This design comes from an exercise in tuning for small area, a short achievable clock period and few clock cycles on the open sky130 flow, not from production work.
In this exercise RTL edits were held to simulation tests only and were not proved equivalent to the original.

wip/ember:
## fp_pow_int
module fp_pow_int #(
    parameter int unsigned NBITS = 8
) (
    input  logic             CLK,
    input  logic             RST,
    input  logic             start,
    input  logic [31:0]      X,
    input  logic [NBITS-1:0] N,
    output logic             busy,
    output logic             done,
    output logic [31:0]      result,
    output logic             overflow,
    output logic             underflow
);
Size in the first run: roughly 3100 cells after synthesis, ~110 flip-flops, about 79 I/O pins.
Settings: LEC_CHECK=0, ABC_AREA=1, CAP_MARGIN=20, CORE_MARGIN=2, CORE_UTILIZATION=40, PLACE_DENSITY=0.7, SLEW_MARGIN=20, SYNTH_HIERARCHICAL=1; clock period 14.0 ns.
standard.sh (not shown) runs the stock make flow with config.mk's settings and CLKGATE_MAP_FILE= SYNTH_SCRIPT=/design/flow/synth_recipe.tcl, a recipe that flattens the netlist after the stock synthesis.
==> flow/flow/run.sh <==
#!/bin/bash
# The standard layout, with timing repair (after clock tree synthesis and after
# global routing) aiming at a setup slack of SETUP_SLACK_MARGIN ns instead of 0.
# The clock period and constraints are the standard flow's, unchanged.
set -euo pipefail
bash standard.sh SETUP_SLACK_MARGIN=6 finish > layout.log 2>&1
Testbench counts of wip/ember, summed over its fixed seeds: cycles 99,639.
Changes in wip/harbor relative to wip/ember:
- PLACE_DENSITY: 0.7 -> unset
diff --git a/flow/flow/run.sh b/flow/flow/run.sh
--- a/flow/flow/run.sh
+++ b/flow/flow/run.sh
@@ -6 +6 @@
-bash standard.sh SETUP_SLACK_MARGIN=6 finish > layout.log 2>&1
+bash standard.sh SETUP_SLACK_MARGIN=9 finish > layout.log 2>&1
- [wip/harbor] cell count rose about 3.7% relative to wip/ember
- Re utilization: wip/harbor and wip/ember aren't equal, and the higher value belongs to wip/harbor.
- Final cell area: wip/harbor above wip/ember
- Delta(detailed-routed wire length on met2, wip/harbor - wip/ember) > 0
- On clock tree buffer count of the final layout, wip/harbor and wip/ember are neck and neck.
- Going from wip/ember to wip/harbor, via count higher; layout overhead on the synthesized area higher; time the final worst path needs with I/O delays and setup lower.
Here is what was changed in the inputs of wip/nickel compared with wip/harbor.
diff --git a/flow/flow/run.sh b/flow/flow/run.sh
--- a/flow/flow/run.sh
+++ b/flow/flow/run.sh
@@ -6 +6 @@
-bash standard.sh SETUP_SLACK_MARGIN=9 finish > layout.log 2>&1
+bash standard.sh SETUP_SLACK_MARGIN=6 finish > layout.log 2>&1
--- outcome ---
wip/nickel finished every stage and its layout cleared the timing, design-rule and antenna checks. Delta (wip/nickel minus wip/harbor): total stage count of the critical path -15%, overall routed net length -about 12%, via density per instance -about 3%, via count of the first global-routing pass -1404. Changes observed in wip/nickel relative to wip/harbor: largest buffer count on any clock path essentially unchanged; met3 layer usage reported by global route decreased by 1.8 points relative to the old numbers. First-pass GRT wire length (higher): wip/harbor.
What wip/cedar does differently from wip/nickel at the input level:
- putting SETUP_SLACK_MARGIN at 5 where nothing was set
==> flow/run.sh (new file) <==
#!/bin/bash
# synth_recipe.tcl (not shown) runs the flow's synth.tcl, then flattens the netlist and writes it again
# the make line also repeats each setting of config.mk as NAME=value (left out here)
make -C /OpenROAD-flow-scripts/flow DESIGN_CONFIG=/design/flow/config.mk WORK_HOME=/design/flow/orfs CLKGATE_MAP_FILE= SYNTH_SCRIPT=/design/flow/synth_recipe.tcl finish
removed: flow/flow/run.sh
removed: flow/standard.sh
### Flow results
Delta (wip/cedar minus wip/nickel): maximum fanout along the worst path fell 4, utilization fell 0.63 points.
For wip/fjord, these inputs were changed with respect to wip/cedar:
- removing SETUP_SLACK_MARGIN (formerly 5)
- removing ABC_AREA (formerly 1)
==> flow/flow/run.sh (new file) <==
#!/bin/bash
# The standard layout, with timing repair (after clock tree synthesis and after
# global routing) aiming at a setup slack of SETUP_SLACK_MARGIN ns instead of 0.
# The clock period and constraints are the standard flow's, unchanged.
set -euo pipefail
bash standard.sh SETUP_SLACK_MARGIN=6 finish > layout.log 2>&1
==> flow/standard.sh (new file) <==
#!/bin/bash
# synth_recipe.tcl (not shown) runs the flow's synth.tcl, then flattens the netlist and writes it again
# the make line also repeats each setting of config.mk as NAME=value (left out here)
make -C /OpenROAD-flow-scripts/flow DESIGN_CONFIG=/design/flow/config.mk WORK_HOME=/design/flow/orfs CLKGATE_MAP_FILE= SYNTH_SCRIPT=/design/flow/synth_recipe.tcl "${@:-finish}"
removed: flow/run.sh
Findings:
The combined area of all synthesized cells of wip/fjord was superior to that of wip/cedar. When the final numbers for wip/cedar and wip/fjord were put side by side, the die boundary width turned out to be smaller in wip/fjord. Global-route wire length before repair on wip/fjord is up relative to wip/cedar. Compared with wip/cedar, in wip/fjord sequential share of layout area went down; net count reported at finish went down; die area went down. The higher peak clock frequency supported by timing of wip/cedar and wip/fjord is in wip/fjord. Looking at sequential area share after synthesis, wip/fjord sits 0.52 points above wip/cedar. Wire length on met2 for wip/fjord: 9.8% up relative to wip/cedar.

* * *

fp_pow_int, a different RTL version from the one above (not shown whole).
Size in the first run: roughly 110 flip-flops, about 79 I/O pins, ~24000 um^2 of cells after synthesis.
clock: 14.0 ns
lec_check: 0
cap_margin: 20
core_margin: 2
core_utilization: 40
setup_slack_margin: 3
slew_margin: 20
synth_hierarchical: 1
run.sh (not shown) runs the stock make flow with config.mk's settings and CLKGATE_MAP_FILE= SYNTH_SCRIPT=/design/flow/synth_recipe.tcl, a recipe that flattens the netlist after the stock synthesis.
Stock flow here: none of the scripts above is used.
Testbench counts at the start, summed over its fixed seeds: cycles 99,639.
Then changed:
Settings changed: SETUP_SLACK_MARGIN 3 to 5.
- The changed run completed with no timing, DRC or antenna violations
- design area rises by about 8%
- worst setup slack is better by 1.5 ns
- via count rises by about 4.6%
- utilization rises by 3.6 points

[re-timing with driven ports]
The results above use ideal ports. As a check the final layouts listed here were re-extracted and re-timed, cells and wires unchanged. Step 1 sets driving cells, clkbuf_16 on the clock port and buf_2 on the other inputs (assumed; they add their load-dependent delay and slew). Step 2 adds t to the input delays and takes it off the output delays; t is the mean of the earliest and latest rising clock arrival at the registers after step 1. Input paths then give back, and output paths get back, about the clock's delay inside the block. Three values: ideal ports, drivers, drivers and shift; two values: the first two.
| run | shift t [ns] | setup slack, ns | slew at the worst register clock pin (ns) | worst slew at a driven data input, ns | pins driven straight from the clock port |
|---|---|---|---|---|---|
| wip/ember | 0.380 | 6.331 / 6.331 / 6.331 | 0.08 / 0.08 | 0.05 | 1 |
| wip/harbor | 0.390 | 6.980 / 6.980 / 6.980 | 0.08 / 0.08 | 0.05 | 1 |
| wip/nickel | 0.397 | 6.355 / 6.355 / 6.355 | 0.08 / 0.08 | 0.05 | 1 |
| wip/cedar | 0.396 | 5.348 / 5.348 / 5.348 | 0.08 / 0.08 | 0.06 | 1 |
| wip/fjord | 0.402 | 5.939 / 5.939 / 5.939 | 0.08 / 0.08 | 0.04 | 1 |
| the first run of note 2 | 0.402 | 3.560 / 3.560 / 3.560 | 0.09 / 0.09 | 0.04 | 1 |
| the second run of note 2 | 0.408 | 5.052 / 5.052 / 5.052 | 0.09 / 0.09 | 0.04 | 1 |
After both steps setup and hold are still met in every run listed.
